This design comes from an exercise in tuning for small area and few clock cycles per item on the open sky130 flow, not from production work. Where RTL was checked, it was by simulation tests only, not by an equivalence proof against the original. For runs 3 to 5, only the layout was checked, not whether the RTL still works.

===== design/flow/config.mk =====
export PLATFORM = sky130hd
export DESIGN_NAME = posture_deviation_dwell_detector_unit
export DESIGN_NICKNAME = posture_deviation_dwell_detector_unit
export VERILOG_FILES = /design/flow/design.v
export SDC_FILE = /design/flow/constraint.sdc
export NUM_CORES = 4
export LEC_CHECK = 0
export CAP_MARGIN = 20
export CORE_MARGIN = 2
export CORE_UTILIZATION = 40
export CTS_BUF_LIST = sky130_fd_sc_hd__clkbuf_4
export CTS_CLUSTER_DIAMETER = 50
export CTS_CLUSTER_SIZE = 8
export GPL_TIMING_DRIVEN = 0
export SLEW_MARGIN = 20

===== design/flow/constraint.sdc =====
create_clock -name core_clock -period 14.0 [get_ports {clk}]
set_input_delay 2.8000 -clock core_clock [delete_from_list [all_inputs] [get_ports {clk}]]
set_output_delay 2.8000 -clock core_clock [all_outputs]
set_load 0.01 [all_outputs]

===== design/flow/design.v =====
package pdd_pkg;
    localparam int CFG_W      = 6;
    localparam int PITCH_W    = 11;
    localparam int DEV_W      = 12;
    localparam int MAG_W      = 11;
    localparam int DWELL_W    = 16;
    localparam int CNT_W      = 6;
    localparam int WORD_W     = 32;
    localparam int DUR_W      = 23;
    localparam int ADDR_W     = 5;
    localparam int IDX_W      = 3;
    localparam int DIV_SPLIT  = 12;
    localparam int DIV_LO     = DUR_W - DIV_SPLIT;
    localparam logic [CFG_W-1:0]   CFG_MIN       = 6'd1;
    localparam logic [CFG_W-1:0]   CFG_MAX       = 6'd60;
    localparam logic [CFG_W-1:0]   THRESHOLD_RST = 6'd15;
    localparam logic [CFG_W-1:0]   SUSTAIN_RST   = 6'd5;
    localparam logic [CFG_W-1:0]   RECOVER_RST   = 6'd5;
    localparam logic [CNT_W-1:0]   CNT_MAX       = 6'd63;
    typedef enum logic [1:0] {
        POSTURE_UNKNOWN = 2'd0,
        POSTURE_UPRIGHT = 2'd1,
        POSTURE_SLOUCH  = 2'd2
    } posture_t;
    typedef enum logic [1:0] {
        OP_TICK        = 2'd0,
        OP_CALIBRATE   = 2'd1,
        OP_STATS_CLEAR = 2'd2,
        OP_UNUSED      = 2'd3
    } opcode_t;
    typedef enum logic [IDX_W-1:0] {
        REG_THRESHOLD    = 3'd0,
        REG_SUSTAIN      = 3'd1,
        REG_RECOVER      = 3'd2,
        REG_PRESET_BASE  = 3'd3,
        REG_PRESET_VALID = 3'd4
    } reg_idx_t;
    typedef struct packed {
        logic [CFG_W-1:0] threshold_deg;
        logic [CFG_W-1:0] slouch_delay;
        logic [CFG_W-1:0] recover_sec;
    } cfg_t;
    typedef struct packed {
        logic                      baseline_we;
        logic signed [PITCH_W-1:0] baseline;
        logic                      valid_we;
        logic                      valid;
    } preset_load_t;
    function automatic logic [CFG_W-1:0] clamp_cfg(input logic [CFG_W-1:0] v);
        logic [CFG_W-1:0] r;
        begin
            r = v;
            if (v < CFG_MIN)
            begin
                r = CFG_MIN;
            end
            else if (v > CFG_MAX)
            begin
                r = CFG_MAX;
            end
            clamp_cfg = r;
        end
    endfunction
    function automatic logic [7:0] div125_step(input logic [6:0] r, input logic b);
        logic [7:0] t;
        logic [7:0] d;
        begin
            t = {r, b};
            d = t - 8'd125;
            if (t >= 8'd125)
            begin
                div125_step = {1'b1, d[6:0]};
            end
            else
            begin
                div125_step = {1'b0, t[6:0]};
            end
        end
    endfunction
    function automatic logic [8:0] div125_step2(input logic [6:0] r, input logic [1:0] b);
        logic       k1, k2, k3;
        logic [8:0] t;
        logic [8:0] d1, d2, d3;
        begin
            t  = {r, b};
            d1 = t - 9'd125;
            d2 = t - 9'd250;
            d3 = t - 9'd375;
            k1 = (r >= 7'd32) || ((r == 7'd31) && (b != 2'd0));
            k2 = (r >= 7'd63) || ((r == 7'd62) && b[1]);
            k3 = (r >= 7'd94) || ((r == 7'd93) && (b == 2'd3));
            if (k3)
            begin
                div125_step2 = {2'd3, d3[6:0]};
            end
            else if (k2)
            begin
                div125_step2 = {2'd2, d2[6:0]};
            end
            else if (k1)
            begin
                div125_step2 = {2'd1, d1[6:0]};
            end
            else
            begin
                div125_step2 = {2'd0, t[6:0]};
            end
        end
    endfunction
endpackage
module pdd_regs
(
    input  logic                              clk,
    input  logic                              rst_n,
    input  logic                              psel,
    input  logic                              penable,
    input  logic                              pwrite,
    input  logic [pdd_pkg::ADDR_W-1:0]        paddr,
    input  logic [pdd_pkg::WORD_W-1:0]        pwdata,
    output logic [pdd_pkg::WORD_W-1:0]        prdata,
    output logic                              pready,
    output pdd_pkg::cfg_t                     cfg,
    output pdd_pkg::preset_load_t             preset_load
);
    logic [pdd_pkg::CFG_W-1:0]          threshold_reg;
    logic [pdd_pkg::CFG_W-1:0]          sustain_reg;
    logic [pdd_pkg::CFG_W-1:0]          recover_reg;
    logic signed [pdd_pkg::PITCH_W-1:0] preset_base_reg;
    logic                               preset_valid_reg;
    logic                               wr_en;
    pdd_pkg::reg_idx_t                  idx;
    logic [pdd_pkg::CFG_W-1:0]          wr_clamped;
    assign pready     = 1'b1;
    assign wr_en      = psel && penable && pwrite;
    assign idx        = pdd_pkg::reg_idx_t'(paddr[pdd_pkg::ADDR_W-1:2]);
    assign wr_clamped = pdd_pkg::clamp_cfg(pwdata[pdd_pkg::CFG_W-1:0]);
    always_ff @(posedge clk or negedge rst_n)
    begin
        if (!rst_n)
        begin
            threshold_reg    <= pdd_pkg::THRESHOLD_RST;
            sustain_reg      <= pdd_pkg::SUSTAIN_RST;
            recover_reg      <= pdd_pkg::RECOVER_RST;
            preset_base_reg  <= '0;
            preset_valid_reg <= 1'b0;
        end
        else if (wr_en)
        begin
            case (idx)
                pdd_pkg::REG_THRESHOLD:    threshold_reg    <= wr_clamped;
                pdd_pkg::REG_SUSTAIN:      sustain_reg      <= wr_clamped;
                pdd_pkg::REG_RECOVER:      recover_reg      <= wr_clamped;
                pdd_pkg::REG_PRESET_BASE:  preset_base_reg  <= pwdata[pdd_pkg::PITCH_W-1:0];
                pdd_pkg::REG_PRESET_VALID: preset_valid_reg <= pwdata[0];
                default:                   ;
            endcase
        end
    end
    always_comb
    begin
        preset_load.baseline_we = wr_en && (idx == pdd_pkg::REG_PRESET_BASE);
        preset_load.baseline    = pwdata[pdd_pkg::PITCH_W-1:0];
        preset_load.valid_we    = wr_en && (idx == pdd_pkg::REG_PRESET_VALID);
        preset_load.valid       = pwdata[0];
    end
    assign cfg.threshold_deg = threshold_reg;
    assign cfg.slouch_delay  = sustain_reg;
    assign cfg.recover_sec   = recover_reg;
    always_comb
    begin
        case (idx)
            pdd_pkg::REG_THRESHOLD:    prdata = {26'd0, threshold_reg};
            pdd_pkg::REG_SUSTAIN:      prdata = {26'd0, sustain_reg};
            pdd_pkg::REG_RECOVER:      prdata = {26'd0, recover_reg};
            pdd_pkg::REG_PRESET_BASE:  prdata = {{21{preset_base_reg[10]}}, preset_base_reg};
            pdd_pkg::REG_PRESET_VALID: prdata = {31'd0, preset_valid_reg};
            default:                   prdata = '0;
        endcase
    end
endmodule
module pdd_tracker
(
    input  logic                               clk,
    input  logic                               rst_n,
    input  pdd_pkg::cfg_t                      cfg,
    input  pdd_pkg::preset_load_t              preset_load,
    input  logic                               in_valid,
    output logic                               in_ready,
    input  logic [1:0]                         opcode,
    input  logic signed [pdd_pkg::PITCH_W-1:0] pitch_x10,
    input  logic [pdd_pkg::WORD_W-1:0]         now_ms,
    output logic                               out_valid,
    input  logic                               out_ready,
    output logic [1:0]                         posture,
    output logic signed [pdd_pkg::DEV_W-1:0]   deviation_x10,
    output logic [pdd_pkg::WORD_W-1:0]         session_count,
    output logic [pdd_pkg::WORD_W-1:0]         slouch_time_sec,
    output logic [pdd_pkg::DUR_W-1:0]          longest_session_sec,
    output logic [pdd_pkg::WORD_W-1:0]         since_upright_sec,
    output logic                               event_valid,
    output logic [pdd_pkg::WORD_W-1:0]         event_start_ms,
    output logic [pdd_pkg::DUR_W-1:0]          event_duration_sec,
    output logic [pdd_pkg::MAG_W-1:0]          event_peak_dev_x10
);
    localparam int SPLIT = pdd_pkg::DIV_SPLIT;
    localparam int LO    = pdd_pkg::DIV_LO;
    logic                               out_valid_reg;
    logic [1:0]                         posture_reg;
    logic signed [pdd_pkg::PITCH_W-1:0] baseline_reg;
    logic                               calibrated_reg;
    logic [pdd_pkg::CNT_W-1:0]          dwell_reg;
    logic                               dwell_above_reg;
    logic [pdd_pkg::WORD_W-1:0]         start_reg;
    logic [pdd_pkg::MAG_W-1:0]          peak_reg;
    logic [pdd_pkg::WORD_W-1:0]         sessions_reg;
    logic [pdd_pkg::WORD_W-1:0]         slouch_reg;
    logic [pdd_pkg::DUR_W-1:0]          longest_reg;
    logic [pdd_pkg::WORD_W-1:0]         seconds_reg;
    logic [pdd_pkg::WORD_W-1:0]         since_reg;
    logic                               mark_zero_reg;
    logic                               mark_above_reg;
    logic                               ev_reg;
    logic signed [pdd_pkg::DEV_W-1:0]   dev_reg;
    logic [SPLIT-1:0]                   dq_hi_reg;
    logic [6:0]                         dq_rem_reg;
    logic [LO-1:0]                      dq_lo_reg;
    logic                               dq_gt_reg;
    logic                               dq_eq_reg;
    logic                               accept;
    logic                               is_tick, is_cal, is_clear;
    logic signed [pdd_pkg::DEV_W-1:0]   dev;
    logic [pdd_pkg::DEV_W-1:0]          dev_abs;
    logic [pdd_pkg::MAG_W-1:0]          mag;
    logic [9:0]                         thr_x10;
    logic                               over;
    logic                               in_slouch;
    logic [pdd_pkg::CNT_W-1:0]          dwell_inc;
    logic [pdd_pkg::CNT_W-1:0]          above_inc;
    logic [pdd_pkg::CNT_W-1:0]          below_inc;
    logic                               enter, leave, mark;
    logic [15:0]                        sustain_ms;
    logic [pdd_pkg::WORD_W-1:0]         diff;
    logic [SPLIT-1:0]                   q_hi;
    logic [6:0]                         rem_hi;
    logic [LO-1:0]                      q_lo;
    logic                               hi_gt, hi_eq;
    logic [LO-1:0]                      longest_lo;
    logic [pdd_pkg::DUR_W-1:0]          dur;
    logic [pdd_pkg::DUR_W-1:0]          longest_cur;
    logic [pdd_pkg::WORD_W:0]           seconds_inc;
    logic [pdd_pkg::WORD_W:0]           since_inc;
    logic                               tick_acc, clear_acc;
    logic [pdd_pkg::CFG_W-1:0]          slouch_add;
    assign in_ready = !out_valid_reg || out_ready;
    assign accept   = in_valid && in_ready;
    assign is_tick  = (opcode == pdd_pkg::OP_TICK);
    assign is_cal   = (opcode == pdd_pkg::OP_CALIBRATE);
    assign is_clear = (opcode == pdd_pkg::OP_STATS_CLEAR);
    assign dev       = {pitch_x10[10], pitch_x10} - {baseline_reg[10], baseline_reg};
    assign dev_abs   = dev[pdd_pkg::DEV_W-1] ? -dev : dev;
    assign mag       = dev_abs[pdd_pkg::MAG_W-1:0];
    assign thr_x10   = {cfg.threshold_deg, 3'd0} + {2'd0, cfg.threshold_deg, 1'b0};
    assign over      = mag > {1'b0, thr_x10};
    assign in_slouch = (posture_reg == pdd_pkg::POSTURE_SLOUCH);
    assign dwell_inc = (dwell_reg == pdd_pkg::CNT_MAX) ? dwell_reg : dwell_reg + 6'd1;
    assign above_inc = dwell_above_reg ? dwell_inc : 6'd1;
    assign below_inc = dwell_above_reg ? 6'd1 : dwell_inc;
    assign enter = is_tick && calibrated_reg && over && !in_slouch
                   && (above_inc >= cfg.slouch_delay);
    assign leave = is_tick && calibrated_reg && !over && in_slouch
                   && (below_inc >= cfg.recover_sec);
    assign mark  = is_tick && calibrated_reg && !over
                   && (!in_slouch || (below_inc >= cfg.recover_sec));
    assign sustain_ms  = {cfg.slouch_delay, 10'd0} - {5'd0, cfg.slouch_delay, 5'd0}
                         + {7'd0, cfg.slouch_delay, 3'd0};
    assign diff        = now_ms - start_reg;
    assign tick_acc    = accept && is_tick;
    assign seconds_inc = {1'b0, seconds_reg} + {32'd0, tick_acc};
    assign since_inc   = {1'b0, since_reg} + {32'd0, tick_acc};
    assign clear_acc   = accept && is_clear;
    assign slouch_add  = (accept && enter) ? cfg.slouch_delay
                         : {5'd0, tick_acc && calibrated_reg && in_slouch && !leave};
    always_comb
    begin
        logic [8:0] s;
        logic       gt, eq;
        rem_hi = {1'b0, diff[31:26]};
        gt     = 1'b0;
        eq     = 1'b1;
        for (int i = SPLIT - 2; i >= 0; i -= 2)
        begin
            s            = pdd_pkg::div125_step2(rem_hi, diff[3 + LO + i +: 2]);
            q_hi[i +: 2] = s[8:7];
            rem_hi       = s[6:0];
            for (int j = 1; j >= 0; j--)
            begin
                gt = gt || (eq && s[7 + j] && !longest_reg[LO + i + j]);
                eq = eq && (s[7 + j] == longest_reg[LO + i + j]);
            end
        end
        hi_gt = gt;
        hi_eq = eq;
    end
    always_comb
    begin
        logic [7:0] s;
        logic [8:0] s2;
        logic [6:0] r;
        r = dq_rem_reg;
        if (LO % 2 == 1)
        begin
            s          = pdd_pkg::div125_step(r, dq_lo_reg[LO-1]);
            q_lo[LO-1] = s[7];
            r          = s[6:0];
        end
        for (int i = LO - 2 - (LO % 2); i >= 0; i -= 2)
        begin
            s2           = pdd_pkg::div125_step2(r, dq_lo_reg[i +: 2]);
            q_lo[i +: 2] = s2[8:7];
            r            = s2[6:0];
        end
    end
    always_comb
    begin
        logic qbig, eq, qb, lb;
        qbig = ev_reg && dq_gt_reg;
        eq   = ev_reg && dq_eq_reg;
        for (int i = LO - 1; i >= 0; i--)
        begin
            qb            = q_lo[i];
            lb            = longest_reg[i];
            longest_lo[i] = qbig ? qb : (eq ? (qb || lb) : lb);
            qbig          = qbig || (eq && qb && !lb);
            eq            = eq && (qb == lb);
        end
    end
    assign dur         = {dq_hi_reg, q_lo};
    assign longest_cur = {(ev_reg && dq_gt_reg) ? dq_hi_reg : longest_reg[pdd_pkg::DUR_W-1:LO],
                          longest_lo};
    always_ff @(posedge clk or negedge rst_n)
    begin
        if (!rst_n)
        begin
            out_valid_reg <= 1'b0;
        end
        else if (in_ready)
        begin
            out_valid_reg <= in_valid;
        end
    end
    always_ff @(posedge clk or negedge rst_n)
    begin
        if (!rst_n)
        begin
            posture_reg     <= pdd_pkg::POSTURE_UNKNOWN;
            baseline_reg    <= '0;
            calibrated_reg  <= 1'b0;
            dwell_reg       <= '0;
            longest_reg     <= '0;
            mark_zero_reg   <= 1'b1;
            mark_above_reg  <= 1'b0;
            ev_reg          <= 1'b0;
        end
        else if (accept)
        begin
            ev_reg      <= leave;
            longest_reg <= is_clear ? '0 : longest_cur;
            if (is_tick)
            begin
                if (mark)
                begin
                    mark_zero_reg  <= seconds_inc[pdd_pkg::WORD_W];
                    mark_above_reg <= 1'b0;
                end
                else
                begin
                    if (seconds_inc[pdd_pkg::WORD_W])
                    begin
                        mark_above_reg <= 1'b1;
                    end
                    else if (since_inc[pdd_pkg::WORD_W])
                    begin
                        mark_above_reg <= 1'b0;
                    end
                end
                if (!calibrated_reg)
                begin
                    posture_reg <= pdd_pkg::POSTURE_UNKNOWN;
                end
                else if (over)
                begin
                    dwell_reg       <= above_inc;
                    if (enter)
                    begin
                        posture_reg <= pdd_pkg::POSTURE_SLOUCH;
                    end
                end
                else
                begin
                    dwell_reg       <= below_inc;
                    if (!in_slouch || leave)
                    begin
                        posture_reg <= pdd_pkg::POSTURE_UPRIGHT;
                    end
                end
            end
            else if (is_cal)
            begin
                baseline_reg   <= pitch_x10;
                calibrated_reg <= 1'b1;
                posture_reg    <= pdd_pkg::POSTURE_UPRIGHT;
                dwell_reg      <= '0;
            end
            else if (is_clear)
            begin
                dwell_reg    <= '0;
            end
        end
        else
        begin
            if (preset_load.baseline_we)
            begin
                baseline_reg <= preset_load.baseline;
            end
            if (preset_load.valid_we)
            begin
                calibrated_reg <= preset_load.valid;
            end
        end
    end
    always_ff @(posedge clk or negedge rst_n)
    begin
        if (!rst_n)
        begin
            seconds_reg  <= '0;
            since_reg    <= '0;
            sessions_reg <= '0;
            slouch_reg   <= '0;
        end
        else
        begin
            seconds_reg  <= seconds_inc[pdd_pkg::WORD_W-1:0];
            since_reg    <= (tick_acc && mark) ? '0 : since_inc[pdd_pkg::WORD_W-1:0];
            sessions_reg <= clear_acc ? '0 : sessions_reg + {31'd0, accept && enter};
            slouch_reg   <= clear_acc ? '0 : slouch_reg + {26'd0, slouch_add};
        end
    end
    always_ff @(posedge clk)
    begin
        if (accept)
        begin
            if (is_tick && calibrated_reg)
            begin
                dwell_above_reg <= over;
            end
            if (enter)
            begin
                start_reg <= now_ms - {16'd0, sustain_ms};
                peak_reg  <= mag;
            end
            else if (is_tick && calibrated_reg && over && in_slouch && (mag > peak_reg))
            begin
                peak_reg <= mag;
            end
            else if (is_clear)
            begin
                start_reg <= '0;
                peak_reg  <= '0;
            end
        end
    end
    always_ff @(posedge clk)
    begin
        if (accept)
        begin
            dev_reg <= is_cal ? '0 : dev;
            if (leave)
            begin
                dq_hi_reg  <= q_hi;
                dq_rem_reg <= rem_hi;
                dq_lo_reg  <= diff[3 +: LO];
                dq_gt_reg  <= hi_gt;
                dq_eq_reg  <= hi_eq;
            end
            else
            begin
                dq_hi_reg  <= '0;
                dq_rem_reg <= '0;
                dq_lo_reg  <= '0;
                dq_gt_reg  <= 1'b0;
                dq_eq_reg  <= 1'b0;
            end
        end
    end
    assign out_valid           = out_valid_reg;
    assign posture             = posture_reg;
    assign deviation_x10       = dev_reg;
    assign session_count       = sessions_reg;
    assign slouch_time_sec     = slouch_reg;
    assign longest_session_sec = longest_cur;
    assign since_upright_sec   = (mark_zero_reg || mark_above_reg) ? '0 : since_reg;
    assign event_valid         = ev_reg;
    assign event_start_ms      = ev_reg ? start_reg : '0;
    assign event_duration_sec  = dur;
    assign event_peak_dev_x10  = ev_reg ? peak_reg : '0;
endmodule
module posture_deviation_dwell_detector_unit
(
    input  logic                               clk,
    input  logic                               rst_n,
    input  logic                               psel,
    input  logic                               penable,
    input  logic                               pwrite,
    input  logic [pdd_pkg::ADDR_W-1:0]         paddr,
    input  logic [pdd_pkg::WORD_W-1:0]         pwdata,
    output logic [pdd_pkg::WORD_W-1:0]         prdata,
    output logic                               pready,
    input  logic                               in_valid,
    output logic                               in_ready,
    input  logic [1:0]                         opcode,
    input  logic signed [pdd_pkg::PITCH_W-1:0] pitch_x10,
    input  logic [pdd_pkg::WORD_W-1:0]         now_ms,
    output logic                               out_valid,
    input  logic                               out_ready,
    output logic [1:0]                         posture,
    output logic signed [pdd_pkg::DEV_W-1:0]   deviation_x10,
    output logic [pdd_pkg::WORD_W-1:0]         session_count,
    output logic [pdd_pkg::WORD_W-1:0]         slouch_time_sec,
    output logic [pdd_pkg::DUR_W-1:0]          longest_session_sec,
    output logic [pdd_pkg::WORD_W-1:0]         since_upright_sec,
    output logic                               event_valid,
    output logic [pdd_pkg::WORD_W-1:0]         event_start_ms,
    output logic [pdd_pkg::DUR_W-1:0]          event_duration_sec,
    output logic [pdd_pkg::MAG_W-1:0]          event_peak_dev_x10
);
    pdd_pkg::cfg_t         cfg;
    pdd_pkg::preset_load_t preset_load;
    pdd_regs u_regs
    (
        .clk         (clk),
        .rst_n       (rst_n),
        .psel        (psel),
        .penable     (penable),
        .pwrite      (pwrite),
        .paddr       (paddr),
        .pwdata      (pwdata),
        .prdata      (prdata),
        .pready      (pready),
        .cfg         (cfg),
        .preset_load (preset_load)
    );
    pdd_tracker u_tracker
    (
        .clk                 (clk),
        .rst_n               (rst_n),
        .cfg                 (cfg),
        .preset_load         (preset_load),
        .in_valid            (in_valid),
        .in_ready            (in_ready),
        .opcode              (opcode),
        .pitch_x10           (pitch_x10),
        .now_ms              (now_ms),
        .out_valid           (out_valid),
        .out_ready           (out_ready),
        .posture             (posture),
        .deviation_x10       (deviation_x10),
        .session_count       (session_count),
        .slouch_time_sec     (slouch_time_sec),
        .longest_session_sec (longest_session_sec),
        .since_upright_sec   (since_upright_sec),
        .event_valid         (event_valid),
        .event_start_ms      (event_start_ms),
        .event_duration_sec  (event_duration_sec),
        .event_peak_dev_x10  (event_peak_dev_x10)
    );
endmodule

===== design/flow/flow/run.sh =====
#!/bin/bash
# The standard layout (standard.sh, unchanged synthesis), with the port
# buffers made as the smallest plain buffer, buf_1, through an ORFS variable.
# Each tool's output is in standard.log and in the ORFS logs under orfs/logs.
set -o pipefail
export BUFFER_PORTS_ARGS="-buffer_cell sky130_fd_sc_hd__buf_1"
bash standard.sh > standard.log 2>&1

===== design/flow/standard.sh =====
#!/bin/bash
# synth_recipe.tcl (not shown) runs the flow's synth.tcl, then flattens the netlist and writes it again
# the make line also repeats each setting of config.mk as NAME=value (left out here)
make -C /OpenROAD-flow-scripts/flow DESIGN_CONFIG=/design/flow/config.mk WORK_HOME=/design/flow/orfs CLKGATE_MAP_FILE= SYNTH_SCRIPT=/design/flow/synth_recipe.tcl "${@:-finish}"

==> results of run 1 <==
## metal layers
metal | share of wire | GRT usage
met5 | 0.0013 | 0
met4 | 0.031 | 0.0783
met3 | 0.059 | 0.0504
met2 | 0.48 | 0.403
met1 | 0.43 | 0.301
## logic make-up (layout without fill, tap and decap cells)
family	Yosys count	in the layout
AOI/OAI and AO/OA	657	657
DFF	293	293
muxes	60	60
and+or+nand+nor	1070	1070
other	1	6
xor gates and xnor gates	230	230
adders and majority gates	178	178
buffers and inverters	289	695
## worst min path at each step
| stage | startpoint | endpoint | slack [ps] | cells after the start |
|---|---|---|---|---|
| finish | u_tracker.seconds_reg[30] | u_tracker.seconds_reg[30] | 480 | 1 |
| global route | u_tracker.seconds_reg[24] | u_tracker.seconds_reg[24] | 480 | 1 |
| CTS | u_tracker.seconds_reg[24] | u_tracker.seconds_reg[24] | 480 | 1 |
| detailed placement | u_tracker.seconds_reg[24] | u_tracker.seconds_reg[24] | 460 | 1 |
| global placement | u_tracker.seconds_reg[30] | u_tracker.seconds_reg[30] | 450 | 1 |
| floorplan | u_tracker.seconds_reg[30] | u_tracker.seconds_reg[30] | 430 | 1 |
## worst register-to-register path: cells and delay by family, from the launching register on
family / cells / cell delay [ps]
AOI/OAI and AO/OA: 18 / 5560
and+or+nand+nor: 9 / 2370
buffers and inverters: 7 / 1230
xor gates and xnor gates: 2 / 840
adders and majority gates: 2 / 500
muxes: 2 / 440
DFF: 1 / 390
## what timing repair did
action,in CTS,in global routing
pin swaps,0,2
gates resized for setup,4,33
buffers inserted,0,2
hold buffers,0,0
endpoints found under the setup margin,2,15
## through the flow
step                std cells  area [sq um]
finish                   3962         27400
global placement         3850         26100
CTS                      3955         27200
detailed placement       3861         26400
global route             3962         27400
floorplan                2778         24000
## area by class of cell
| class | count | area [sq um] | share of cell area |
|---|---|---|---|
| diodes | 5 | 12.5 | 0.000457 |
| repair buffers | 312 | 1380 | 0.0503 |
| plain buffers | 109 | 543 | 0.0198 |
| clock buffers | 70 | 526 | 0.0192 |
| inverters | 180 | 676 | 0.0247 |
| well taps | 773 | 967 | 0.0353 |
| clock inverters | 24 | 255 | 0.00933 |
| multi-input cells | 2196 | 15200 | 0.556 |
| flip-flops and latches | 293 | 7780 | 0.284 |
## layout by cell type, fill, tap and decap left out, types with 71 or more instances in the layout
| cell | count |
|---|---|
| nor2_1 | 297 |
| nor3_1 | 71 |
| ha_1 | 171 |
| buf_1 | 300 |
| o21ai_0 | 120 |
| xnor2_1 | 123 |
| a21oi_1 | 149 |
| xor2_1 | 100 |
| nand2_1 | 199 |
| and2_1 | 99 |
| dfrtp_1 | 196 |
| inv_1 | 174 |
| clkbuf_4 | 71 |
| nand3_1 | 111 |
| edfxtp_1 | 88 |
==> results.txt, run 1 <==
post-synthesis mux area share 0.0299; Largest delay share family, worst path compound AO/OA/AOI/OAI gates; Die Wd 249 um; clock latency (worst-skew pair) 840 ps; number of I/O port buffers 299; CTS Sinks 293; Max clock buf depth 3; Initial Util 0.406; synth top area cells dfrtp_1 (20%), edfxtp_1 (11%), ha_1 (8.9%), nor2_1 (4.7%), xnor2_1 (4.6%); CP endpoint u_tracker.dq_rem_reg[5]; clock transition at the registers of the reported paths 90 ps; CTS Buf Count 53; Critical-path top delay cell xor2_1; commonest cells in the netlist nor2_1 (300), nand2_1 (199), dfrtp_1 (196); area share of fa/ha/maj cells after synthesis 0.0933; fin crit share 0.957; largest net degree at the start of global routing 40; Worst R2R Start u_tracker.start_reg[8]; DR vias/cell 5.59; CTS tree done; FP Rows 89; Min-Delay Path Class reg2reg; Top FF cell, synth dfrtp_1; Critical Path Stages 39; syn nets 3041; slack of the worst reg-to-reg path 2390 ps; Final WS setup 600 ps; Setup WS pre-CTS -844 ps; EDFF count, synth 88; # Max-Cap Violations 0; Slew Viols, Final 0; Ys Warns 2; DRT iter0 DRCs 1334; Die Y 249 um; startpoint types primary input; DR WL/cell 19.0 um; Clock Skews 80.0 ps; combinational family with the most area after synthesis simple AND/OR/NAND/NOR gates; via count 22100; Final Util 0.463; most numerous cell in the Yosys netlist nor2_1; Die Footprint 62000 sq um; CP endpoint kind register; R2R cell count 40; Critical Path Start now_ms[17]; RSZ-0062 raised after global routing false; WHS 476 ps; # IOs 324; Post-synth ARST share 0.700; DPL Wire Length 59500 um; CP max stage delay 620 ps; gp weighted congestion 0.936; first-pass GRT wire length 120000 um; Post-Syn Instances 2778; vias in the first global route 21800; synth unique cells 125; worst path bufs/invs 6; endpoints failing setup 0; Core ar. 59100 sq um; drt total wl 75400 um; Max-slew headroom 0.323; Fillers 5774; crit path kind in2reg; outcome finished clean; synthesized area per cell 8.64 sq um; Synth area leader dfrtp_1; Fin. Hold Viols 0; CP required 14540 ps; Worst-Margin Slew 1020 ps; share of the synthesized area in the top cell type 0.204; #FFs+latches synth 293; Synth Area in Simple Gates 0.224; Synth Area in Compound Gates 0.192; register area share after synthesis 0.324; CTS HTree Levels 2; initial antenna violation count 11; detailed-route DRC error count 0; grt ovf 0; clk root buf clkbuf_4; Tmin final 13400 ps; fmax 0.0746 GHz; R2R Path End u_tracker.dq_rem_reg[5]; 1st-pass router iterations 7; gr usage total 0.238; synthesis-to-layout area growth 14.0%; share of cells above drive strength 1 0.0986; Post-Syn Area 24000 sq um; post-synthesis xor/xnor area fraction 0.0853; Fin Setup TNS 0 ps; Worst Path Max Fanout 10; Final #Nets 3408; crit path DAT 13930 ps; post-route ant nets 0
Testbench counts, summed over its fixed seeds: cycles 24,016, items 24,000.
==> inputs of run 2 (changes only) <==
--- a/design/flow/config.mk
+++ b/design/flow/config.mk
@@ -9,7 +9,7 @@
 export CORE_MARGIN = 2
 export CORE_UTILIZATION = 40
-export CTS_BUF_LIST = sky130_fd_sc_hd__clkbuf_4
-export CTS_CLUSTER_DIAMETER = 50
-export CTS_CLUSTER_SIZE = 8
+export CTS_BUF_LIST = sky130_fd_sc_hd__clkbuf_8
+export CTS_CLUSTER_DIAMETER = 60
+export CTS_CLUSTER_SIZE = 12
 export GPL_TIMING_DRIVEN = 0
 export SLEW_MARGIN = 20
==> results.txt, run 2 <==
outcome finished clean; DR vias/cell 5.59 (about the same); CP required 14340 ps (-200 ps); initial antenna violation count 10 (-1); Worst R2R Start u_tracker.start_reg[8]; clk root buf clkbuf_8; commonest cells in the netlist nor2_1 (300), nand2_1 (199), dfrtp_1 (196); fin area 27400 sq um (about the same); crit path DAT 13790 ps (-140 ps); Multi-input gate area 15300 sq um (+0.30%); share of cells above drive strength 1 0.0885 (-0.0101); post-route ant nets 0 (unchanged); via count 22000 (-0.85%); WHS Path Cells 1 (unchanged); RSZ-0062 raised after global routing false; Max clock buf depth 3 (unchanged); Worst Path Max Fanout 10 (unchanged); Ys Warns 2 (unchanged); # Max-Cap Violations 0 (unchanged); Critical-path top delay cell or4_4; startpoint types primary input; Post-DP Area 26400 sq um (unchanged); largest net degree at the start of global routing 40 (unchanged); Worst-Margin Slew 1060 ps (+47.9 ps); slack of the worst reg-to-reg path 2550 ps (+160 ps); fmax 0.0744 GHz (-0.37%); synthesis-to-layout area growth 13.9% (about the same); most used routing layer met2; number of I/O port buffers 299 (unchanged); CP endpoint kind register; Tmin final 13450 ps (+50.3 ps); crit path kind in2reg; gp weighted congestion 0.936 (unchanged); most common cell after layout, fill and taps aside buf_1; Core ar. 59100 sq um (unchanged); hold_sp u_tracker.seconds_reg[30]; Hold Path Sink u_tracker.seconds_reg[30]; share of the synthesized area in the top cell type 0.204 (unchanged); endpoints failing setup 0 (unchanged); DR WL/cell 19.1 um (+0.60%); synthesized area per cell 8.64 sq um (unchanged); #FFs+latches synth 293 (unchanged); Post-Syn Instances 2778 (unchanged); Final #Nets 3391 (-0.50%); Min-Delay Path Class reg2reg; CTS HTree Levels 2 (unchanged); Initial Util 0.406 (unchanged); R2R cell count 41 (+2.5%); DPL Wire Length 59500 um (unchanged); EDFF count, synth 88 (unchanged); first-pass GRT wire length 119000 um (-0.57%); clock transition at the registers of the reported paths 90 ps (about the same); Largest delay share family, worst path compound AO/OA/AOI/OAI gates; vias in the first global route 21500 (-1.1%); R2R Path End u_tracker.dq_rem_reg[5]; most numerous cell in the Yosys netlist nor2_1; Slew Viols, Final 0 (unchanged); 1st-pass router iterations 6 (-1); detailed-route DRC error count 0 (unchanged); Fin. Hold Viols 0 (unchanged); FP Rows 89 (unchanged); gr usage total 0.237 (-0.00116); Post-synth ARST share 0.700 (unchanged); met2 usage 0.398 (-0.00440); storage element area 7780 sq um (unchanged); fin crit share 0.961 (+0.00359); syn nets 3041 (unchanged); Die Footprint 62000 sq um (unchanged); # IOs 324 (unchanged); CTS tree done; clock latency (worst-skew pair) 620 ps (-220 ps); register area share after synthesis 0.324 (unchanged); synth top area cells dfrtp_1 (20%), edfxtp_1 (11%), ha_1 (8.9%), nor2_1 (4.7%), xnor2_1 (4.6%); CTS Buf Count 36 (-32%); drt total wl 75200 um (-0.22%); met1 GRT Util 0.302 (+0.000832); Max-slew headroom 0.291 (-0.0319); hold_buf cts 0 (unchanged); CTS Sinks 293 (unchanged); synth unique cells 125 (unchanged); DRT iter0 DRCs 1366 (+2.4%); Post-Syn Area 24000 sq um (unchanged); worst path bufs/invs 7 (+1); met3 Use GR 0.0494 (-0.000940); Synth area leader dfrtp_1; Clock Skews 43.2 ps (-36.7 ps); most frequent cells in the layout buf_1 (300), nor2_1 (298), nand2_1 (199); Top FF cell, synth dfrtp_1; Fillers 5780 (+0.10%); Die Wd 249 um (unchanged); CP max stage delay 540 ps (-80 ps); Die Y 249 um (unchanged); grt ovf 0 (unchanged)
## run 2: cell types whose count changed in the layout (fill, tap and decap cells not counted), moves of 2 or more
cell and delta:
clkinv_4 -4, clkbuf_4 -70, clkbuf_8 +42, clkinvlp_4 -4, inv_1 +9, clkinv_1 -5
inv_6 +2, bufinv_16 -3
## run 2: what timing repair did
item,4_1_cts,5_1_grt
pin swaps,0,3
gates resized for setup,4,40
setup endpoints to repair,3,16
hold endpoints to repair,0,0
buffers inserted,0,2
## run 2: final cells by class
class | instances | area share
antenna | 6 | 0.000549
timing repair buffer | 312 | 0.0503
sequential | 293 | 0.285
clock buffer | 42 | 0.0211
tap | 773 | 0.0354
inverter | 180 | 0.0247
clock inverter | 19 | 0.00508
multi-input combinational | 2196 | 0.558
buffer | 109 | 0.0199
## run 2: worst max-delay path by stage
stage	start	to	slack [ps]	depth (start not counted)
detailed placement	now_ms[17]	u_tracker.dq_rem_reg[5]	-840	38
global placement	now_ms[17]	u_tracker.dq_rem_reg[5]	-890	37
CTS	u_tracker.dq_rem_reg[0]	longest_session_sec[0]	50	38
floorplan	now_ms[21]	u_tracker.dq_rem_reg[5]	1780	38
finish	now_ms[17]	u_tracker.dq_rem_reg[5]	550	40
global route	now_ms[19]	u_tracker.dq_rem_reg[5]	10	41
## run 2: through the flow
step / std cells / hold slack (ps) / utilization / setup WS, ps / setup TNS (ps)
final: 3930 / 475 / 0.463 / 550 / 0
after global routing: 3928 / 486 / 0.463 / 13.7 / 0
after global placement: 3850 / 448 / 0.441 / -893 / -81210
after detailed placement: 3861 / 457 / 0.446 / -844 / -3810
after floorplan: 2778 / 434 / - / 1780 / 0
after CTS: 3922 / 479 / 0.458 / 51.8 / 0
## run 2: metal layers
metal / wire length, um / vias to the layer above / share of wire
li1: - / 10700 / -
met3: 4410 / 124 / 0.059
met1: 32700 / 10600 / 0.43
met2: 35700 / 535 / 0.47
met5: 31 / - / 0.00041
met4: 2380 / 6 / 0.032
## run 2: cell families after synthesis
kind of cell    Yosys count  share of synthesized area
xor+xnor                230                     0.0853
mux                      60                     0.0299
buf+inv                 289                     0.0505
other cells               1                   0.000156
compound gates          657                      0.192
fa+ha+maj               178                     0.0933
flops                   293                      0.324
simple gates           1070                      0.224
==> inputs of run 3 (changes only) <==
--- a/design/flow/design.v
+++ b/design/flow/design.v
@@ -10,6 +10,6 @@
     localparam int ADDR_W     = 5;
     localparam int IDX_W      = 3;
-    localparam int DIV_SPLIT  = 12;
-    localparam int DIV_LO     = DUR_W - DIV_SPLIT;
+    localparam int DIV_ACC    = 5;
+    localparam int DIV_BLK    = 9;
     localparam logic [CFG_W-1:0]   CFG_MIN       = 6'd1;
     localparam logic [CFG_W-1:0]   CFG_MAX       = 6'd60;
@@ -78,34 +78,4 @@
         end
     endfunction
-    function automatic logic [8:0] div125_step2(input logic [6:0] r, input logic [1:0] b);
-        logic       k1, k2, k3;
-        logic [8:0] t;
-        logic [8:0] d1, d2, d3;
-        begin
-            t  = {r, b};
-            d1 = t - 9'd125;
-            d2 = t - 9'd250;
-            d3 = t - 9'd375;
-            k1 = (r >= 7'd32) || ((r == 7'd31) && (b != 2'd0));
-            k2 = (r >= 7'd63) || ((r == 7'd62) && b[1]);
-            k3 = (r >= 7'd94) || ((r == 7'd93) && (b == 2'd3));
-            if (k3)
-            begin
-                div125_step2 = {2'd3, d3[6:0]};
-            end
-            else if (k2)
-            begin
-                div125_step2 = {2'd2, d2[6:0]};
-            end
-            else if (k1)
-            begin
-                div125_step2 = {2'd1, d1[6:0]};
-            end
-            else
-            begin
-                div125_step2 = {2'd0, t[6:0]};
-            end
-        end
-    endfunction
 endpackage
 module pdd_regs
@@ -203,6 +173,6 @@
     output logic [pdd_pkg::MAG_W-1:0]          event_peak_dev_x10
 );
-    localparam int SPLIT = pdd_pkg::DIV_SPLIT;
-    localparam int LO    = pdd_pkg::DIV_LO;
+    localparam int ACC = pdd_pkg::DIV_ACC;
+    localparam int BLK = pdd_pkg::DIV_BLK;
     logic                               out_valid_reg;
     logic [1:0]                         posture_reg;
@@ -222,7 +192,8 @@
     logic                               ev_reg;
     logic signed [pdd_pkg::DEV_W-1:0]   dev_reg;
-    logic [SPLIT-1:0]                   dq_hi_reg;
+    logic [ACC-1:0]                     dq_hi_reg;
     logic [6:0]                         dq_rem_reg;
-    logic [LO-1:0]                      dq_lo_reg;
+    logic [2*BLK-1:0]                   dq_sh_reg;
+    logic                               busy_reg;
     logic                               dq_gt_reg;
     logic                               dq_eq_reg;
@@ -241,9 +212,10 @@
     logic [15:0]                        sustain_ms;
     logic [pdd_pkg::WORD_W-1:0]         diff;
-    logic [SPLIT-1:0]                   q_hi;
+    logic [ACC-1:0]                     q_hi;
     logic [6:0]                         rem_hi;
-    logic [LO-1:0]                      q_lo;
-    logic                               hi_gt, hi_eq;
-    logic [LO-1:0]                      longest_lo;
+    logic [BLK-1:0]                     q_blk;
+    logic [6:0]                         rem_blk;
+    logic                               mid_gt, mid_eq;
+    logic [BLK-1:0]                     longest_lo;
     logic [pdd_pkg::DUR_W-1:0]          dur;
     logic [pdd_pkg::DUR_W-1:0]          longest_cur;
@@ -252,5 +224,5 @@
     logic                               tick_acc, clear_acc;
     logic [pdd_pkg::CFG_W-1:0]          slouch_add;
-    assign in_ready = !out_valid_reg || out_ready;
+    assign in_ready = !busy_reg && (!out_valid_reg || out_ready);
     assign accept   = in_valid && in_ready;
     assign is_tick  = (opcode == pdd_pkg::OP_TICK);
@@ -283,41 +255,38 @@
     always_comb
     begin
-        logic [8:0] s;
-        logic       gt, eq;
+        logic [7:0] s;
         rem_hi = {1'b0, diff[31:26]};
-        gt     = 1'b0;
-        eq     = 1'b1;
-        for (int i = SPLIT - 2; i >= 0; i -= 2)
+        for (int i = ACC - 1; i >= 0; i--)
         begin
-            s            = pdd_pkg::div125_step2(rem_hi, diff[3 + LO + i +: 2]);
-            q_hi[i +: 2] = s[8:7];
-            rem_hi       = s[6:0];
-            for (int j = 1; j >= 0; j--)
-            begin
-                gt = gt || (eq && s[7 + j] && !longest_reg[LO + i + j]);
-                eq = eq && (s[7 + j] == longest_reg[LO + i + j]);
-            end
+            s       = pdd_pkg::div125_step(rem_hi, diff[3 + 2 * BLK + i]);
+            q_hi[i] = s[7];
+            rem_hi  = s[6:0];
         end
-        hi_gt = gt;
-        hi_eq = eq;
     end
     always_comb
     begin
         logic [7:0] s;
-        logic [8:0] s2;
-        logic [6:0] r;
-        r = dq_rem_reg;
-        if (LO % 2 == 1)
-        begin
-            s          = pdd_pkg::div125_step(r, dq_lo_reg[LO-1]);
-            q_lo[LO-1] = s[7];
-            r          = s[6:0];
-        end
-        for (int i = LO - 2 - (LO % 2); i >= 0; i -= 2)
-        begin
-            s2           = pdd_pkg::div125_step2(r, dq_lo_reg[i +: 2]);
-            q_lo[i +: 2] = s2[8:7];
-            r            = s2[6:0];
+        rem_blk = dq_rem_reg;
+        for (int i = BLK - 1; i >= 0; i--)
+        begin
+            s        = pdd_pkg::div125_step(rem_blk, dq_sh_reg[BLK + i]);
+            q_blk[i] = s[7];
+            rem_blk  = s[6:0];
+        end
+    end
+    always_comb
+    begin
+        logic [ACC+BLK-1:0] q;
+        logic               gt, eq;
+        q  = {dq_hi_reg, q_blk};
+        gt = 1'b0;
+        eq = 1'b1;
+        for (int i = ACC + BLK - 1; i >= 0; i--)
+        begin
+            gt = gt || (eq && q[i] && !longest_reg[BLK + i]);
+            eq = eq && (q[i] == longest_reg[BLK + i]);
         end
+        mid_gt = gt;
+        mid_eq = eq;
     end
     always_comb
@@ -326,7 +295,7 @@
         qbig = ev_reg && dq_gt_reg;
         eq   = ev_reg && dq_eq_reg;
-        for (int i = LO - 1; i >= 0; i--)
+        for (int i = BLK - 1; i >= 0; i--)
         begin
-            qb            = q_lo[i];
+            qb            = q_blk[i];
             lb            = longest_reg[i];
             longest_lo[i] = qbig ? qb : (eq ? (qb || lb) : lb);
@@ -335,6 +304,7 @@
         end
     end
-    assign dur         = {dq_hi_reg, q_lo};
-    assign longest_cur = {(ev_reg && dq_gt_reg) ? dq_hi_reg : longest_reg[pdd_pkg::DUR_W-1:LO],
+    assign dur         = {dq_hi_reg, dq_sh_reg[BLK-1:0], q_blk};
+    assign longest_cur = {(ev_reg && dq_gt_reg) ? {dq_hi_reg, dq_sh_reg[BLK-1:0]}
+                                                : longest_reg[pdd_pkg::DUR_W-1:BLK],
                           longest_lo};
     always_ff @(posedge clk or negedge rst_n)
@@ -343,8 +313,15 @@
         begin
             out_valid_reg <= 1'b0;
+            busy_reg      <= 1'b0;
+        end
+        else if (busy_reg)
+        begin
+            out_valid_reg <= 1'b1;
+            busy_reg      <= 1'b0;
         end
         else if (in_ready)
         begin
-            out_valid_reg <= in_valid;
+            out_valid_reg <= in_valid && !leave;
+            busy_reg      <= in_valid && leave;
         end
     end
@@ -474,12 +451,12 @@
         if (accept)
         begin
-            dev_reg <= is_cal ? '0 : dev;
+            dev_reg   <= is_cal ? '0 : dev;
+            dq_gt_reg <= 1'b0;
+            dq_eq_reg <= 1'b0;
             if (leave)
             begin
                 dq_hi_reg  <= q_hi;
                 dq_rem_reg <= rem_hi;
-                dq_lo_reg  <= diff[3 +: LO];
-                dq_gt_reg  <= hi_gt;
-                dq_eq_reg  <= hi_eq;
+                dq_sh_reg  <= diff[3 +: 2 * BLK];
             end
             else
@@ -487,9 +464,14 @@
                 dq_hi_reg  <= '0;
                 dq_rem_reg <= '0;
-                dq_lo_reg  <= '0;
-                dq_gt_reg  <= 1'b0;
-                dq_eq_reg  <= 1'b0;
+                dq_sh_reg  <= '0;
             end
         end
+        else if (busy_reg)
+        begin
+            dq_rem_reg <= rem_blk;
+            dq_sh_reg  <= {dq_sh_reg[BLK-1:0], q_blk};
+            dq_gt_reg  <= mid_gt;
+            dq_eq_reg  <= mid_eq;
+        end
     end
     assign out_valid           = out_valid_reg;
==> results.txt, run 3 <==
#FFs+latches synth 294 (+0.34%); DPL Wire Length 54900 um (-7.6%); number of I/O port buffers 299 (unchanged); Worst-Margin Slew 951 ps (-113 ps); gr usage total 0.232 (-0.00428); fin cells 3664 (-6.8%); Die Footprint 58100 sq um (-6.3%); share of cells above drive strength 1 0.0872 (-0.00135); DRT iter0 DRCs 1099 (-20%); EDFF count, synth 86 (-2.3%); Clock Skews 41.2 ps (-2.00 ps); CTS Buf Count 35 (-2.8%); post-cts sizing count 0 (-4); via count 19900 (-9.4%); Post-synth ARST share 0.701 (+0.00102); commonest cells in the netlist nor2_1 (265), nand2_1 (211), dfrtp_1 (197); endpoints failing setup 0 (unchanged); Multi-input gate area 13500 sq um (-11%); Post-DP Area 24700 sq um (-6.2%); Slew Viols, Final 0 (unchanged); clk root buf clkbuf_8; Initial Util 0.406 (about the same); clock latency (worst-skew pair) 620 ps (about the same); R2R cell count 40 (-2.4%); crit path kind reg2out; Final Util 0.460 (-0.00307); 1st-pass router iterations 5 (-1); FP Rows 86 (-3.4%); first-pass GRT wire length 106000 um (-11%); grt ovf 0 (unchanged); largest net degree at the start of global routing 33 (-18%); synth top area cells dfrtp_1 (22%), edfxtp_1 (11%), ha_1 (7.6%), nor2_1 (4.4%), xnor2_1 (4.4%); most common cell after layout, fill and taps aside buf_1; register area share after synthesis 0.347 (+0.0223); most frequent cells in the layout buf_1 (305), nor2_1 (265), nand2_1 (211); Die Wd 241 um (-3.2%); CP required 11200 ps (-3140 ps); share of the synthesized area in the top cell type 0.219 (+0.0150); syn nets 2772 (-8.8%); CTS Sinks 294 (+0.34%); Die Y 241 um (-3.2%); initial antenna violation count 8 (-2); CP endpoint kind output pin; fin crit share 0.901 (-0.0595); crit path DAT 9820 ps (-3970 ps); RSZ-0062 raised after global routing false; outcome finished clean; synthesis-to-layout area growth 13.1%; Final #Nets 3116 (-8.1%); vias in the first global route 19300 (-10%); drt total wl 68800 um (-8.6%); detailed-route DRC error count 0 (unchanged); post-route ant nets 0 (unchanged); most numerous cell in the Yosys netlist nor2_1; Setup Buffers After CTS 0 (unchanged); DR vias/cell 5.43 (-2.9%); storage element area 7790 sq um (about the same); Max-slew headroom 0.364 (+0.0730); WHS Path Cells 1 (unchanged); Min-Delay Path Class reg2reg; Synth area leader dfrtp_1; synthesized area per cell 8.84 sq um (+2.3%); Fillers 5489 (-5.0%); CTS tree done; Top FF cell, synth dfrtp_1; WHS 463 ps (-12.2 ps); fin area 25400 sq um (-7.1%); Fin. Hold Viols 0 (unchanged); fmax 0.0793 GHz (+6.6%); # IOs 324 (unchanged); Worst Path Max Fanout 10 (unchanged); Post-Syn Instances 2543 (-8.5%); synth unique cells 129 (+3.2%); hold_buf cts 0 (unchanged); CTS HTree Levels 2 (unchanged); clock transition at the registers of the reported paths 80 ps (about the same); # Max-Cap Violations 0 (unchanged); CP max stage delay 730 ps (+190 ps); DR WL/cell 18.8 um (-1.9%); gp weighted congestion 0.968 (+3.5%); Max clock buf depth 3 (unchanged); Tmin final 12620 ps (-833 ps); Critical-path top delay cell a222oi_1; Post-Syn Area 22500 sq um (-6.4%); Cells after DPL 3598 (-6.8%); Core ar. 55300 sq um (-6.5%); Ys Warns 2 (unchanged); startpoint types register
-- run 3: changes by cell type after synthesis, sizes merged, moves of 16 or more --
cell / previous run / this run
a211oi: 28 / 11
a21oi: 156 / 121
ha: 171 / 137
inv: 180 / 157
nand3: 113 / 92
nor2: 301 / 269
nor2b: 45 / 62
nor3: 75 / 59
o21a: 34 / 18
-- run 3: critical path, delay by kind of cell, from the launching register on --
kind / cells / cell delay [ps]
adders and majority gates: 2 / 520
AOI/OAI and AO/OA: 12 / 3790
muxes: 2 / 520
xor gates and xnor gates: 1 / 310
buffers and inverters: 11 / 1730
and+or+nand+nor: 7 / 1940
DFF: 1 / 390
-- run 3: area by class of cell --
cell class              instances  share of cell area
diodes                          3            0.000295
plain buffers                 110              0.0229
clock buffers                  36              0.0195
clock inverters                27             0.00783
inverters                     157              0.0234
multi-input cells            1982               0.532
flip-flops and latches        294               0.306
well taps                     748              0.0368
repair buffers                307              0.0508
-- run 3: worst paths after layout --
check	slack, ps	endpoint	from
setup reg to reg	3780	u_tracker.dq_rem_reg[3]	u_tracker.start_reg[7]
min in group asynchronous	2250	u_tracker.since_reg[17]	rst_n
hold reg to reg	460	u_tracker.seconds_reg[20]	u_tracker.seconds_reg[20]
max in group asynchronous	10420	u_tracker.slouch_reg[24]	rst_n
setup / recovery	1380	longest_session_sec[0]	u_tracker.dq_sh_reg[17]
hold / removal	460	u_tracker.seconds_reg[20]	u_tracker.seconds_reg[20]
-- run 3: cell families (layout without fill, tap and decap cells) --
| group | after synthesis | in the layout | share of synthesized area |
|---|---|---|---|
| AND/OR/NAND/NOR | 987 | 987 | 0.222 |
| AO/OA/AOI/OAI | 541 | 541 | 0.166 |
| flip-flops | 294 | 294 | 0.347 |
| buffers and inverters | 267 | 637 | 0.0523 |
| XOR/XNOR | 225 | 225 | 0.0888 |
| adder cells (fa/ha/maj) | 147 | 147 | 0.0821 |
| multiplexers | 81 | 81 | 0.0429 |
| other | 1 | 4 | 0.000167 |
-- run 3: metal layers --
metal	GRT usage	wire length (um)
met1	0.296	29400
met2	0.396	33300
met3	0.0427	4160
met4	0.0776	1970
met5	0	60
-- run 3: stage by stage --
stage                     setup slack (ps)  setup TNS, ps
after global placement                -513         -95320
after global routing                   801              0
after CTS                             1380              0
final                                 1380              0
after floorplan                       3090              0
after detailed placement              1320              0
==> inputs of run 4 (changes only) <==
--- a/design/flow/design.v
+++ b/design/flow/design.v
@@ -181,6 +181,6 @@
     logic [pdd_pkg::CNT_W-1:0]          dwell_reg;
     logic                               dwell_above_reg;
-    logic [pdd_pkg::WORD_W-1:0]         start_reg;
-    logic [pdd_pkg::MAG_W-1:0]          peak_reg;
+    logic [pdd_pkg::WORD_W-1:0]         start_n_reg;
+    logic [pdd_pkg::MAG_W-1:0]          peak_n_reg;
     logic [pdd_pkg::WORD_W-1:0]         sessions_reg;
     logic [pdd_pkg::WORD_W-1:0]         slouch_reg;
@@ -212,4 +212,5 @@
     logic [15:0]                        sustain_ms;
     logic [pdd_pkg::WORD_W-1:0]         diff;
+    logic [pdd_pkg::WORD_W:0]           diff_c;
     logic [ACC-1:0]                     q_hi;
     logic [6:0]                         rem_hi;
@@ -246,5 +247,6 @@
     assign sustain_ms  = {cfg.slouch_delay, 10'd0} - {5'd0, cfg.slouch_delay, 5'd0}
                          + {7'd0, cfg.slouch_delay, 3'd0};
-    assign diff        = now_ms - start_reg;
+    assign diff_c      = {now_ms, 1'b1} + {start_n_reg, 1'b1};
+    assign diff        = diff_c[pdd_pkg::WORD_W:1];
     assign tick_acc    = accept && is_tick;
     assign seconds_inc = {1'b0, seconds_reg} + {32'd0, tick_acc};
@@ -433,15 +435,15 @@
             if (enter)
             begin
-                start_reg <= now_ms - {16'd0, sustain_ms};
-                peak_reg  <= mag;
+                start_n_reg <= ~(now_ms - {16'd0, sustain_ms});
+                peak_n_reg  <= ~mag;
             end
-            else if (is_tick && calibrated_reg && over && in_slouch && (mag > peak_reg))
+            else if (is_tick && calibrated_reg && over && in_slouch && (mag > ~peak_n_reg))
             begin
-                peak_reg <= mag;
+                peak_n_reg <= ~mag;
             end
             else if (is_clear)
             begin
-                start_reg <= '0;
-                peak_reg  <= '0;
+                start_n_reg <= '1;
+                peak_n_reg  <= '1;
             end
         end
@@ -483,7 +485,7 @@
     assign since_upright_sec   = (mark_zero_reg || mark_above_reg) ? '0 : since_reg;
     assign event_valid         = ev_reg;
-    assign event_start_ms      = ev_reg ? start_reg : '0;
+    assign event_start_ms      = ev_reg ? ~start_n_reg : '0;
     assign event_duration_sec  = dur;
-    assign event_peak_dev_x10  = ev_reg ? peak_reg : '0;
+    assign event_peak_dev_x10  = ev_reg ? ~peak_n_reg : '0;
 endmodule
 module posture_deviation_dwell_detector_unit
==> results.txt, run 4 <==
1st-pass router iterations 5 (unchanged); startpoint types register; number of I/O port buffers 299 (unchanged); CTS tree done; Fillers 5427 (-1.1%); crit path DAT 9140 ps (-680 ps); crit path kind reg2out; hold_sp u_tracker.seconds_reg[13]; Initial Util 0.404 (-0.00223); clock latency (worst-skew pair) 650 ps (+30 ps); Clock Skews 58.3 ps (+17.1 ps); Critical-path top delay cell a211oi_2; DR WL/cell 18.7 um (-0.18%); Min-Delay Path Class reg2reg; Max-slew headroom 0.265 (-0.0992); DRT iter0 DRCs 1039 (-5.5%); syn nets 2734 (-1.4%); CP endpoint kind output pin; clk root buf clkbuf_8; RSZ-0062 raised after global routing false; Die Wd 240 um (-0.56%); CP required 11200 ps (about the same); Die Footprint 57500 sq um (-1.1%); CTS Buf Count 35 (unchanged); Final WS setup 2060 ps (+675 ps); detailed-route DRC error count 0 (unchanged); synth top area cells dfrtp_1 (22%), edfxtp_1 (12%), ha_1 (7.6%), xnor2_1 (5.1%), nand2_1 (4.2%); Max clock buf depth 3 (unchanged); via count 19700 (-1.1%); Worst Path Max Fanout 10 (unchanged); register area share after synthesis 0.350 (+0.00396); synthesis-to-layout area growth 13.3%; largest net degree at the start of global routing 34 (+3.0%); Die Y 240 um (-0.56%); fmax 0.0837 GHz (+5.6%); Core ar. 55000 sq um (-0.58%); most numerous cell in the Yosys netlist nand2_1; Critical Path Most Common Cell a211oi_1; CTS HTree Levels 2 (unchanged); outcome finished clean; CTS Sinks 294 (unchanged); Worst R2R Start u_tracker.start_n_reg[1]; post-cts sizing count 0 (unchanged); fin crit share 0.853 (-0.0482); Slew Viols, Final 0 (unchanged); WHS 464 ps (+1.40 ps); Post-synth ARST share 0.701 (unchanged); gr usage total 0.233 (+0.000588); drt total wl 68100 um (-1.0%); clock transition at the registers of the reported paths 90 ps (about the same); endpoints failing setup 0 (unchanged); #FFs+latches synth 294 (unchanged); FP Rows 86 (unchanged); DR vias/cell 5.41 (-0.22%); # Max-Cap Violations 0 (unchanged); DPL Wire Length 53800 um (-2.0%); post-route ant nets 0 (unchanged); Critical Path Start u_tracker.dq_sh_reg[17]; Ys Warns 2 (unchanged); grt ovf 0 (unchanged); hold_buf cts 0 (unchanged); share of the synthesized area in the top cell type 0.222 (+0.00251); synthesized area per cell 8.86 sq um (+0.29%); first-pass GRT wire length 106000 um (-0.44%); initial antenna violation count 11 (+3); Final #Nets 3078 (-1.2%); Tmin final 11940 ps (-675 ps); share of cells above drive strength 1 0.0851 (-0.00207); EDFF count, synth 86 (unchanged); commonest cells in the netlist nand2_1 (249), nor2_1 (241), dfrtp_1 (197); Setup Buffers After CTS 0 (unchanged); CP max stage delay 600 ps (-130 ps); Post-Syn Area 22200 sq um (-1.1%); Synth area leader dfrtp_1; synth unique cells 116 (-10%); Post-Syn Instances 2507 (-1.4%); gp weighted congestion 0.910 (-6.0%); Worst-Margin Slew 1100 ps (+147 ps); Fin. Hold Viols 0 (unchanged); vias in the first global route 19200 (-0.25%); Top FF cell, synth dfrtp_1; Setup WS pre-CTS 1870 ps (+549 ps); most common cell after layout, fill and taps aside buf_1; most frequent cells in the layout buf_1 (303), nand2_1 (249), nor2_1 (240); # IOs 324 (unchanged)
## run 4: cell count changes after synthesis, moves of 9 or more
| cell | before | now |
|---|---|---|
| and2_1 | 96 | 51 |
| inv_1 | 150 | 110 |
| nand2_1 | 211 | 249 |
| nor2_1 | 265 | 241 |
| nor2b_1 | 62 | 86 |
| nand3_1 | 92 | 74 |
| xnor2_1 | 112 | 129 |
| a21o_1 | 52 | 36 |
| a211oi_1 | 10 | 25 |
| nand2b_1 | 28 | 38 |
| and3_1 | 38 | 47 |
| xor2_1 | 111 | 102 |
## run 4: cells by family after synthesis
group	synth area share
XOR/XNOR	0.0910
buffers and inverters	0.0513
multiplexers	0.0412
AND/OR/NAND/NOR	0.222
other	0.000169
flip-flops	0.350
adder cells (fa/ha/maj)	0.0810
AO/OA/AOI/OAI	0.162
## run 4: final timing paths
check,to,slack (ps),depth (start not counted)
max,longest_session_sec[0],2060,32
min,u_tracker.seconds_reg[13],460,1
max reg2reg,u_tracker.dq_rem_reg[5],4190,38
min reg2reg,u_tracker.seconds_reg[13],460,1
max in group asynchronous,u_tracker.mark_zero_reg,10500,5
min in group asynchronous,u_tracker.sessions_reg[13],2160,1
## run 4: worst max-delay path: cells and delay by family (launching register included)
family / cells / cell delay (ps)
simple gates: 4 / 500
flops: 1 / 510
fa+ha+maj: 2 / 340
compound gates: 17 / 5300
mux: 2 / 600
xor+xnor: 1 / 190
buf+inv: 6 / 1060
## run 4: through the flow
stage                     instance area [sq um]  utilization  instances  TNS (ps)
after floorplan                           22200            -       2507         0
after global placement                    24300        0.442       3554    -71670
after detailed placement                  24500        0.445       3562         0
after CTS                                 25200        0.457       3626         0
after global routing                      25200        0.458       3629         0
final                                     25200        0.458       3632         0
## run 4: per-layer routing
| layer | wire length, um | global-route usage |
|---|---|---|
| met1 | 29500 | 0.293 |
| met2 | 32600 | 0.394 |
| met3 | 3740 | 0.0471 |
| met4 | 2150 | 0.0869 |
| met5 | 69 | 0 |
## run 4: cell type report
type / instances / area [sq um] / area share
inverter: 115 / 434 / 0.0172
timing repair buffer: 307 / 1290 / 0.0513
tap: 748 / 936 / 0.0372
buffer: 129 / 707 / 0.0281
sequential: 294 / 7790 / 0.309
clock inverter: 27 / 183 / 0.00726
antenna: 6 / 15.0 / 0.000596
clock buffer: 37 / 509 / 0.0202
multi-input combinational: 1969 / 13300 / 0.529
==> inputs of run 5 (changes only) <==
--- a/design/flow/design.v
+++ b/design/flow/design.v
@@ -413,5 +413,4 @@
         begin
             seconds_reg  <= '0;
-            since_reg    <= '0;
             sessions_reg <= '0;
             slouch_reg   <= '0;
@@ -420,5 +419,4 @@
         begin
             seconds_reg  <= seconds_inc[pdd_pkg::WORD_W-1:0];
-            since_reg    <= (tick_acc && mark) ? '0 : since_inc[pdd_pkg::WORD_W-1:0];
             sessions_reg <= clear_acc ? '0 : sessions_reg + {31'd0, accept && enter};
             slouch_reg   <= clear_acc ? '0 : slouch_reg + {26'd0, slouch_add};
@@ -426,4 +424,8 @@
     end
     always_ff @(posedge clk)
+    begin
+        since_reg <= (tick_acc && mark) ? '0 : since_inc[pdd_pkg::WORD_W-1:0];
+    end
+    always_ff @(posedge clk)
     begin
         if (accept)
--- a/design/flow/config.mk
+++ b/design/flow/config.mk
@@ -6,4 +6,5 @@
 export NUM_CORES = 4
 export LEC_CHECK = 0
+export ABC_AREA = 1
 export CAP_MARGIN = 20
 export CORE_MARGIN = 2
==> results.txt, run 5 <==
number of I/O port buffers 299 (unchanged); Clock Skews 68.4 ps (+10.1 ps); Die Footprint 56300 sq um (-2.1%); most frequent cells in the layout nand2_1 (645), inv_1 (480), nor2_1 (368); CTS Buf Count 35 (unchanged); Top FF cell, synth dfrtp_1; syn nets 3230 (+18%); fin crit share 0.776 (-0.0768); synthesis-to-layout area growth 13.3% (about the same); Synth area leader dfrtp_1; outcome finished clean; Setup WS pre-CTS 2550 ps (+685 ps); fin area 24600 sq um (-2.1%); gp weighted congestion 0.891 (-2.1%); DRT iter0 DRCs 1215 (+17%); 1st-pass router iterations 5 (unchanged); CP endpoint kind register; Die Wd 237 um (-1.1%); Fillers 5685 (+4.8%); endpoints failing setup 0 (unchanged); Worst-Margin Slew 998 ps (-100 ps); startpoint types primary input; post-route ant nets 0 (unchanged); CP max stage delay 370 ps (-230 ps); Cells after DPL 4007 (+12%); CTS tree done; most common cell after layout, fill and taps aside nand2_1; Fin. Hold Viols 0 (unchanged); Tmin final 10870 ps (-1080 ps); RSZ-0062 raised after global routing false; FP Rows 85 (-1.2%); fin cells 4072 (+12%); hold_buf cts 0 (unchanged); Worst Path Max Fanout 10 (unchanged); EDFF count, synth 86 (unchanged); Min-Delay Path Class reg2reg; largest net degree at the start of global routing 32 (-5.9%); crit path kind in2reg; Post-Syn Area 21800 sq um (-2.1%); Core ar. 53800 sq um (-2.1%); Setup Buffers After CTS 0 (unchanged); share of the synthesized area in the top cell type 0.190 (-0.0320); synthesized area per cell 7.24 sq um (-18%); gr usage total 0.219 (-0.0141); first-pass GRT wire length 98800 um (-6.8%); Post-Syn Instances 3003 (+20%); CTS Sinks 294 (unchanged); Critical-path top delay cell a31oi_1; Max-slew headroom 0.333 (+0.0684); slack of the worst reg-to-reg path 4990 ps (+800 ps); DR WL/cell 15.3 um (-18%); Final WS setup 3130 ps (+1080 ps); DPL Wire Length 50400 um (-6.3%); clock latency (worst-skew pair) 640 ps (about the same); crit path DAT 11210 ps (+2070 ps); Max clock buf depth 3 (unchanged); Final #Nets 3575 (+16%); drt total wl 62300 um (-8.5%); Slew Viols, Final 0 (unchanged); Post-synth ARST share 0.592 (-0.109); Initial Util 0.404 (about the same); Die Y 237 um (-1.1%); Ys Warns 2 (unchanged); Critical Path Most Common Cell nand2_1; clk root buf clkbuf_8; # Max-Cap Violations 0 (unchanged); via count 20100 (+2.1%); share of cells above drive strength 1 0.0676 (-0.0176); vias in the first global route 18700 (-2.8%); Fin Setup TNS 0 ps (unchanged); most numerous cell in the Yosys netlist nand2_1; register area share after synthesis 0.351 (about the same); # IOs 324 (unchanged); initial antenna violation count 2 (-9); commonest cells in the netlist nand2_1 (645), inv_1 (465), nor2_1 (369); CP required 14340 ps (+3140 ps); #FFs+latches synth 294 (unchanged); detailed-route DRC error count 0 (unchanged); synth top area cells dfrtp_1 (19%), edfxtp_1 (12%), nand2_1 (11%), inv_1 (8.0%), ha_1 (7.8%); grt ovf 0 (unchanged); CTS HTree Levels 2 (unchanged); clock transition at the registers of the reported paths 90 ps (about the same); fmax 0.0920 GHz (+9.9%); DR vias/cell 4.93 (-8.9%); WHS 469 ps (+4.61 ps); post-cts sizing count 0 (unchanged); Post-DP Area 24000 sq um (-2.1%); synth unique cells 66 (-43%)
==> run 5: cell count changes in the layout (fill, tap and decap cells not counted), sizes merged, moves of 38 or more <==
cell	previous run	this run
and2	52	4
and3	47	1
inv	132	502
mux2	43	1
nand2	250	683
nand2b	38	0
nand3	74	182
nor2	243	387
nor2b	86	0
o21ai	146	189
xnor2	129	31
==> run 5: final timing paths <==
kind	from	endpoint	depth (start not counted)
max	now_ms[2]	u_tracker.dq_rem_reg[1]	60
max in group asynchronous	rst_n	u_tracker.slouch_reg[13]	5
min reg2reg	u_tracker.mark_zero_reg	u_tracker.mark_zero_reg	2
min in group asynchronous	rst_n	u_tracker.baseline_reg[8]	1
min	u_tracker.mark_zero_reg	u_tracker.mark_zero_reg	2
max reg2reg	u_tracker.start_n_reg[2]	u_tracker.dq_rem_reg[1]	59
==> run 5: per-layer routing <==
metal  wire [um]  track usage  vias up
li1            -            -    10400
met2       28300        0.359      443
met4        2020       0.0787        2
met5          15            0        -
met3        3460       0.0384       91
met1       28500        0.290     9118
==> run 5: area by class of cell <==
| class | instances | area [sq um] | area share |
|---|---|---|---|
| sequential | 294 | 7630 | 0.309 |
| clock inverter | 25 | 160 | 0.00650 |
| tap | 696 | 871 | 0.0353 |
| clock buffer | 39 | 537 | 0.0218 |
| antenna | 1 | 2.50 | 0.000102 |
| buffer | 86 | 504 | 0.0205 |
| inverter | 484 | 1820 | 0.0737 |
| timing repair buffer | 308 | 1310 | 0.0533 |
| multi-input combinational | 2139 | 11800 | 0.479 |
==> run 5: per-stage QoR <==
step                       util
final                     0.458
after global routing      0.458
after CTS                 0.458
after detailed placement  0.445
after global placement    0.441
after floorplan               -
==> run 5: worst max-delay path: cells and delay by family <==
kind,cells,cell delay [ps]
simple gates,34,3440
compound gates,9,2090
buf+inv,11,1440
fa+ha+maj,5,1070
xor+xnor,1,370
==> run 5: kinds of logic after synthesis <==
family                   synth area share
AO/OA/AOI/OAI                       0.119
XOR/XNOR                           0.0511
adder cells (fa/ha/maj)            0.0804
buffers and inverters               0.107
flip-flops                          0.351
multiplexers                     0.000518
other                            0.000172
AND/OR/NAND/NOR                     0.291

-- what the ideal ports hide --
The results above use ideal ports. As a check the final layouts listed here were re-extracted and re-timed, cells and wires unchanged. Step 1: set_driving_cell puts a clkbuf_16 on clk and a buf_2 on each other input, an assumption about the parent block. Step 2 also shifts input and output timing later by t, the mid clock arrival at the registers, as if the neighbouring blocks saw the same clock. Three values: ideal ports, drivers, drivers and shift; two values: the first two.
run	shift t [ns]	setup slack, ns	clock arrival spread, ns
run 1	0.864	0.600 / 0.622 / -0.242	0.082 / 0.082
run 2	0.663	0.550 / 0.579 / -0.084	0.044 / 0.044
run 3	0.659	1.383 / 1.326 / 1.189	0.041 / 0.041
run 4	0.673	2.058 / 2.005 / 1.652	0.059 / 0.059
run 5	0.660	3.134 / 3.163 / 2.503	0.068 / 0.068
Met with ideal ports but missed after step 2: setup timing in run 1 and run 2. For run 1, which loses most, drivers alone change the setup slack by +0.022 ns; drivers and shift together by -0.842 ns.
